Context: an optimization exercise on an open-source flow, tuned for small area, a short achievable clock period and few clock cycles. The choices shown serve that exercise and are no tape-out recipe.
Only simulation tests tie the RTL to the original design; equivalence was not proved.
No activity file was given, so power comes from the tool's default toggle rates.

==> flow/design.v <==
module arc4_gen #(
  parameter int KEY_BYTES  = 3,
  parameter int ADDR_W     = 8,
  parameter int DROP_BYTES = 256
) (
  input  logic                   clk,
  input  logic                   rst,
  input  logic                   en,
  output logic                   rdy,
  output logic                   done,
  input  logic [8*KEY_BYTES-1:0] key,
  output logic [ADDR_W-1:0]      ct_addr,
  input  logic [7:0]             ct_rddata,
  output logic [ADDR_W-1:0]      pt_addr,
  output logic [7:0]             pt_wrdata,
  output logic                   pt_wren
);
  localparam int KW = 8 * KEY_BYTES;
  logic r_rdy;     
  logic r_busy;    
  logic r_idle;
  logic r_done;
  logic r_first;   
  logic r_ksa;     
  logic r_prga;    
  logic r_nop1;    
  logic r_vb;      
  logic r_vc;
  logic r_vd;
  logic r_len0;
  logic [7:0]        r_o;       
  logic [7:0]        r_i;       
  logic [7:0]        r_oa;      
  logic [7:0]        r_ctr;     
  logic [7:0]        r_q;       
  logic [7:0]        r_lm1;     
  logic [KW-1:0]     r_key;     
  logic [7:0]        r_si;      
  logic [7:0]        r_si2;
  logic              r_fwd;     
  logic [7:0]        r_jr;      
  logic [15:0]       r_jh;      
  logic [15:0]       r_jl;      
  logic [15:0]       r_rh;      
  logic [15:0]       r_rl;
  logic [7:0]        r_sj;      
  logic [7:0]        r_tb2;     
  logic [15:0]       r_th;      
  logic [15:0]       r_tl;
  logic [7:0]        r_tx;      
  logic [ADDR_W-1:0] r_pt_addr;
  logic [7:0]        r_pt_wrdata;
  logic              r_pt_wren;
  logic [255:0][7:0] r_s;
  logic       w_step;
  logic [7:0] w_s1;
  logic [7:0] w_si;
  logic [7:0] w_kn;
  logic [7:0] w_jr;
  logic [7:0] w_qn;
  logic [7:0] w_jlog;
  logic [7:0] w_xo;
  logic [7:0] w_rb;
  logic [7:0] w_t1;
  logic [7:0] w_tlog;
  logic [7:0] w_sjv;
  logic       w_fi;
  logic       w_fj;
  logic [254:0] w_sel;
  logic       w_last;
  logic       w_end;
  logic       w_next_idle;
  assign rdy       = r_rdy;
  assign r_idle    = ~r_busy;
  assign done      = r_done;
  assign ct_addr   = ADDR_W'(r_ctr);
  assign pt_addr   = r_pt_addr;
  assign pt_wrdata = r_pt_wrdata;
  assign pt_wren   = r_pt_wren;
  function automatic logic [7:0] add2(input logic [7:0] a, input logic [7:0] b);
    logic [7:0] g, p, gg, pp;
    g = a & b;
    p = a ^ b;
    gg = g;
    pp = p;
    for (int l = 0; l < 3; l++)
      for (int k = 7; k >= 1; k--)
        if (k >= (1 << l)) begin
          gg[k] = gg[k] | (pp[k] & gg[k-(1<<l)]);
          pp[k] = pp[k] & pp[k-(1<<l)];
        end
    add2 = p ^ {gg[6:0], 1'b0};
  endfunction
  function automatic logic [7:0] add3(input logic [7:0] a, input logic [7:0] b,
                                      input logic [7:0] c);
    add3 = add2(a ^ b ^ c, {(a[6:0] & b[6:0]) | (a[6:0] & c[6:0]) | (b[6:0] & c[6:0]), 1'b0});
  endfunction
  function automatic logic [15:0] onehot4(input logic [3:0] v);
    for (int k = 0; k < 16; k++) onehot4[k] = (v == 4'(k));
  endfunction
  function automatic logic [7:0] rd(input logic [255:0][7:0] s,
                                    input logic [15:0] h, input logic [15:0] l);
    logic [7:0] g;
    rd = 8'd0;
    for (int a = 0; a < 16; a++) begin
      g = 8'd0;
      for (int b = 0; b < 16; b++) g = g | (s[(16*a + b + 255) % 256] & {8{l[b]}});
      rd = rd | (g & {8{h[a]}});
    end
  endfunction
  assign w_step = r_ksa | r_prga;
  assign w_s1   = r_s[1] ^ ~r_i;                 
  assign w_si   = r_fwd ? r_si : w_s1;
  assign w_jr   = r_fwd ? add2(r_q, r_si) : add2(r_q, w_s1);   
  assign w_kn   = r_ksa ? r_key[KW-9 -: 8] : 8'hFF;
  assign w_qn   = r_fwd ? add3(r_q, r_si, w_kn) : add3(r_q, w_s1, w_kn);
  assign w_jlog = add2(r_jr, r_oa);
  assign w_xo   = r_idle ? 8'h00 : (r_si ^ w_jlog);     
  assign w_rb   = rd(r_s, r_rh, r_rl);
  assign w_sjv  = w_rb ^ w_jlog ^ {8{~r_jr[0]}};        
  always_comb begin
    for (int q = 0; q < 255; q++)
      w_sel[q] = r_jh[((q + 2) % 256) / 16] & r_jl[(q + 2) % 16];
  end
  assign w_t1   = add2(r_tb2, r_sj);             
  assign w_tlog = add2(r_si2, r_sj);             
  assign w_fi   = (w_t1 == 8'd0);
  assign w_fj   = (w_t1 == r_q);
  always_ff @(posedge clk) begin
    for (int q = 0; q < 255; q++)
      r_s[q] <= ~(w_sel[q] ? ((q % 2 == 1) ? w_xo : ~w_xo) : r_s[q+1]);
    r_s[255] <= w_rb ^ (r_idle ? 8'hFF : w_jlog ^ r_o ^ {8{r_jr[0]}});
  end
  assign w_last      = r_ksa & (r_o == 8'hFE) & r_len0;    
  assign w_end       = r_vd & ~r_vc;                         
  assign w_next_idle = rst | (r_idle & ~en) | w_last | w_end;
  always_ff @(posedge clk) begin
    r_fwd <= w_step & (w_jr == 8'd2);
    r_si  <= w_si;
    r_jr  <= w_step ? w_jr : 8'd1;
    r_jh  <= w_next_idle ? 16'hFFFF : (w_step ? onehot4(w_jr[7:4]) : 16'h0001);
    r_jl  <= w_next_idle ? 16'hFFFF : (w_step ? onehot4(w_jr[3:0]) : 16'h0002);
    r_rh  <= w_next_idle ? 16'h0000 : (w_step ? onehot4(w_jr[7:4]) : 16'h0001);
    r_rl  <= w_next_idle ? 16'h0000 : (w_step ? onehot4(w_jr[3:0]) : 16'h0002);
    r_q   <= r_idle ? key[KW-1 -: 8] + 8'd1 : (w_step ? w_qn : 8'd0);
    r_oa  <= r_idle ? 8'hFE : r_o;
    r_o   <= r_idle ? 8'hFF : r_o + 8'd1;
    r_i   <= r_idle ? 8'h00 : r_i + 8'd1;
    for (int b = 0; b < KEY_BYTES; b++)
      if (r_idle) r_key[8*b +: 8] <= key[8*b +: 8] - 8'd1;
    if (!r_idle) r_key <= {r_key[KW-9:0], r_key[KW-1 -: 8]};
    r_si2 <= r_si;
    r_sj  <= w_sjv;
    r_tb2 <= r_si + ~r_o;
    r_th  <= (r_vc & ~w_fi & ~w_fj) ? onehot4(w_t1[7:4]) : 16'h0000;
    r_tl  <= onehot4(w_t1[3:0]);
    r_tx  <= ~r_vc ? 8'h00 : w_fi ? r_si : w_fj ? w_sjv : (w_tlog ^ {8{~w_t1[0]}});
    if (r_first) begin
      r_lm1  <= ct_rddata - 8'd1;
      r_len0 <= (ct_rddata == 8'd0);
    end
  end
  always_ff @(posedge clk) begin
    if (rst) begin
      r_rdy       <= 1'b1;
      r_busy      <= 1'b0;
      r_done      <= 1'b0;
      r_first     <= 1'b0;
      r_ksa       <= 1'b0;
      r_prga      <= 1'b0;
      r_nop1      <= 1'b0;
      r_vb        <= 1'b0;
      r_vc        <= 1'b0;
      r_vd        <= 1'b0;
      r_ctr       <= '0;
      r_pt_addr   <= '0;
      r_pt_wrdata <= '0;
      r_pt_wren   <= 1'b0;
    end else begin
      r_done      <= 1'b0;
      r_first     <= 1'b0;
      r_vb        <= r_prga;
      r_vc        <= r_vb;
      r_vd        <= r_vc;
      r_pt_wren   <= r_first | r_vd;
      r_pt_addr   <= r_first ? '0 : ADDR_W'(r_ctr + 8'hFF);
      r_pt_wrdata <= ct_rddata ^ rd(r_s, r_th, r_tl) ^ r_tx;
      r_ctr       <= (r_idle | w_last | w_end) ? 8'h00 :
                     r_first ? 8'hFF : r_ctr + 8'd1;
      r_nop1      <= r_ksa & (r_o == 8'hFE) & ~r_len0;
      if (r_idle && en) begin
        r_rdy   <= 1'b0;
        r_busy  <= 1'b1;
        r_ksa   <= 1'b1;
        r_first <= 1'b1;
      end
      if (r_ksa && r_o == 8'hFE) r_ksa <= 1'b0;
      if (r_nop1) r_prga <= 1'b1;
      if (r_prga && r_o == r_lm1) r_prga <= 1'b0;
      if (w_last || w_end) begin
        r_done <= 1'b1;
        r_rdy  <= 1'b1;
        r_busy <= 1'b0;
        r_ksa  <= 1'b0;
        r_prga <= 1'b0;
      end
    end
  end
endmodule
==> flow/config.mk <==
export PLATFORM = sky130hd
export DESIGN_NAME = arc4_gen
export DESIGN_NICKNAME = arc4_gen
export VERILOG_FILES = /design/flow/design.v
export SDC_FILE = /design/flow/constraint.sdc
export NUM_CORES = 4
export LEC_CHECK = 0
export CAP_MARGIN = 40
export CORE_MARGIN = 2
export CORE_UTILIZATION = 45
export CTS_CLUSTER_DIAMETER = 90
export CTS_CLUSTER_SIZE = 25
export PLACE_DENSITY = 0.55
export SETUP_SLACK_MARGIN = 5
export SLEW_MARGIN = 20
==> flow/constraint.sdc <==
create_clock -name core_clock -period 10.0 [get_ports {clk}]
set_input_delay 2.0000 -clock core_clock [delete_from_list [all_inputs] [get_ports {clk}]]
set_output_delay 2.0000 -clock core_clock [all_outputs]
set_load 0.01 [all_outputs]
standard.sh (not shown) runs the stock make flow with config.mk's settings and CLKGATE_MAP_FILE= SYNTH_SCRIPT=/design/flow/synth_recipe.tcl, a recipe that flattens the netlist after the stock synthesis.
==> flow/flow/run.sh <==
#!/bin/bash
set -o pipefail
MARGIN=6.6
sed -e 's/ SETUP_SLACK_MARGIN=[^ ]*//' \
    -e "s/\"\${@:-finish}\"/SETUP_SLACK_MARGIN=$MARGIN \"\${@:-finish}\"/" \
    standard.sh > standard_margin.sh
bash standard_margin.sh > standard.log 2>&1
The baseline completed without violations.
Testbench counts at the start, summed over its fixed seeds: cycles 44,067.
Rerun with:
--- a/flow/design.v
+++ b/flow/design.v
@@ -31,5 +31,4 @@
   logic [7:0]        r_o;       
   logic [7:0]        r_i;       
-  logic [7:0]        r_oa;      
   logic [7:0]        r_ctr;     
   logic [7:0]        r_q;       
@@ -39,14 +38,16 @@
   logic [7:0]        r_si2;
   logic              r_fwd;     
-  logic [7:0]        r_jr;      
+  logic              r_jr0;     
+  logic [7:0]        r_jlog;    
   logic [15:0]       r_jh;      
   logic [15:0]       r_jl;      
   logic [15:0]       r_rh;      
-  logic [15:0]       r_rl;
+  logic [63:0]       r_rl;      
   logic [7:0]        r_sj;      
   logic [7:0]        r_tb2;     
   logic [15:0]       r_th;      
-  logic [15:0]       r_tl;
+  logic [63:0]       r_tl;
   logic [7:0]        r_tx;      
+  logic              r_fjd;     
   logic [ADDR_W-1:0] r_pt_addr;
   logic [7:0]        r_pt_wrdata;
@@ -59,5 +60,5 @@
   logic [7:0] w_jr;
   logic [7:0] w_qn;
-  logic [7:0] w_jlog;
+  logic [7:0] w_jl;
   logic [7:0] w_xo;
   logic [7:0] w_rb;
@@ -99,11 +100,16 @@
     for (int k = 0; k < 16; k++) onehot4[k] = (v == 4'(k));
   endfunction
+  function automatic logic [63:0] onehotq(input logic [7:0] v);
+    for (int a = 0; a < 4; a++)
+      for (int b = 0; b < 16; b++)
+        onehotq[16*a + b] = (v[7:6] == 2'(a)) && (v[3:0] == 4'(b));
+  endfunction
   function automatic logic [7:0] rd(input logic [255:0][7:0] s,
-                                    input logic [15:0] h, input logic [15:0] l);
+                                    input logic [15:0] h, input logic [63:0] l);
     logic [7:0] g;
     rd = 8'd0;
     for (int a = 0; a < 16; a++) begin
       g = 8'd0;
-      for (int b = 0; b < 16; b++) g = g | (s[(16*a + b + 255) % 256] & {8{l[b]}});
+      for (int b = 0; b < 16; b++) g = g | (s[(16*a + b + 255) % 256] & {8{l[16*(a/4) + b]}});
       rd = rd | (g & {8{h[a]}});
     end
@@ -115,8 +121,8 @@
   assign w_kn   = r_ksa ? r_key[KW-9 -: 8] : 8'hFF;
   assign w_qn   = r_fwd ? add3(r_q, r_si, w_kn) : add3(r_q, w_s1, w_kn);
-  assign w_jlog = add2(r_jr, r_oa);
-  assign w_xo   = r_idle ? 8'h00 : (r_si ^ w_jlog);     
+  assign w_jl   = r_fwd ? add3(r_q, r_si, r_o) : add3(r_q, w_s1, r_o);   
+  assign w_xo   = r_idle ? 8'h00 : (r_si ^ r_jlog);     
   assign w_rb   = rd(r_s, r_rh, r_rl);
-  assign w_sjv  = w_rb ^ w_jlog ^ {8{~r_jr[0]}};        
+  assign w_sjv  = w_rb ^ r_jlog ^ {8{~r_jr0}};          
   always_comb begin
     for (int q = 0; q < 255; q++)
@@ -130,5 +136,5 @@
     for (int q = 0; q < 255; q++)
       r_s[q] <= ~(w_sel[q] ? ((q % 2 == 1) ? w_xo : ~w_xo) : r_s[q+1]);
-    r_s[255] <= w_rb ^ (r_idle ? 8'hFF : w_jlog ^ r_o ^ {8{r_jr[0]}});
+    r_s[255] <= w_rb ^ (r_idle ? 8'hFF : r_jlog ^ r_o ^ {8{r_jr0}});
   end
   assign w_last      = r_ksa & (r_o == 8'hFE) & r_len0;    
@@ -138,11 +144,11 @@
     r_fwd <= w_step & (w_jr == 8'd2);
     r_si  <= w_si;
-    r_jr  <= w_step ? w_jr : 8'd1;
+    r_jr0 <= w_step ? w_jr[0] : 1'b1;
+    r_jlog <= r_idle ? 8'hFF : (w_step ? w_jl : r_i);
     r_jh  <= w_next_idle ? 16'hFFFF : (w_step ? onehot4(w_jr[7:4]) : 16'h0001);
     r_jl  <= w_next_idle ? 16'hFFFF : (w_step ? onehot4(w_jr[3:0]) : 16'h0002);
     r_rh  <= w_next_idle ? 16'h0000 : (w_step ? onehot4(w_jr[7:4]) : 16'h0001);
-    r_rl  <= w_next_idle ? 16'h0000 : (w_step ? onehot4(w_jr[3:0]) : 16'h0002);
+    r_rl  <= w_next_idle ? '0 : (w_step ? onehotq(w_jr) : onehotq(8'd1));
     r_q   <= r_idle ? key[KW-1 -: 8] + 8'd1 : (w_step ? w_qn : 8'd0);
-    r_oa  <= r_idle ? 8'hFE : r_o;
     r_o   <= r_idle ? 8'hFF : r_o + 8'd1;
     r_i   <= r_idle ? 8'h00 : r_i + 8'd1;
@@ -154,6 +160,7 @@
     r_tb2 <= r_si + ~r_o;
     r_th  <= (r_vc & ~w_fi & ~w_fj) ? onehot4(w_t1[7:4]) : 16'h0000;
-    r_tl  <= onehot4(w_t1[3:0]);
-    r_tx  <= ~r_vc ? 8'h00 : w_fi ? r_si : w_fj ? w_sjv : (w_tlog ^ {8{~w_t1[0]}});
+    r_tl  <= onehotq(w_t1);
+    r_tx  <= (~r_vc | (w_fj & ~w_fi)) ? 8'h00 : w_fi ? r_si : (w_tlog ^ {8{~w_t1[0]}});
+    r_fjd <= r_vc & w_fj & ~w_fi;
     if (r_first) begin
       r_lm1  <= ct_rddata - 8'd1;
@@ -185,5 +192,5 @@
       r_pt_wren   <= r_first | r_vd;
       r_pt_addr   <= r_first ? '0 : ADDR_W'(r_ctr + 8'hFF);
-      r_pt_wrdata <= ct_rddata ^ rd(r_s, r_th, r_tl) ^ r_tx;
+      r_pt_wrdata <= ct_rddata ^ rd(r_s, r_th, r_tl) ^ r_tx ^ (r_fjd ? r_sj : 8'h00);
       r_ctr       <= (r_idle | w_last | w_end) ? 8'h00 :
                      r_first ? 8'hFF : r_ctr + 8'd1;
Effect: Design area falls by 3.0%. Fmax went up by 21%. Global-route usage shrinks by 5.2 points. Sequential power went down by about 10%. Register-to-register slack is better by 760 ps. Count of clock-buffer cells in the layout grows by 1. Synthesized area is higher by 2.4%. Clock power goes up by about 2%. Power is lower by 11%. Worst hold slack improves by 4.9 ps. Synthesized cell count grows by 4.1%. Via count went down by 3.5%. Sequential cell count went up by 90. Wire length falls by 10%.
Testbench counts after the change, summed over its fixed seeds: cycles 44,067.

==> re-timing with driven ports <==
No port has a modelled driver above. Below, the same layouts with a new extraction and two added sets of constraints.
Step 1 assumes that a clkbuf_16 drives the clock port and a buf_2 every other input.
Step 2 moves the port delays by t, midway between the first and last clock arrival at a register: inputs arrive t later, outputs are due t later. That takes back most of the time a late clock gives input paths.
Slacks: ideal ports / drivers / drivers and shift; pairs: ideal ports / drivers.
run	t (ns)	slack for setup (ns)	slew at the worst register clock pin (ns)	worst data-port slew with drivers (ns)
the first run	0.986	5.670 / 5.670 / 5.670	0.11 / 0.11	0.05
the second run	0.945	6.427 / 6.427 / 5.795	0.11 / 0.11	0.04
After both steps every run listed still meets setup and hold. The setup slack of the second run, which loses most, moves by 0.000 ns with the drivers and by -0.632 ns with both steps.
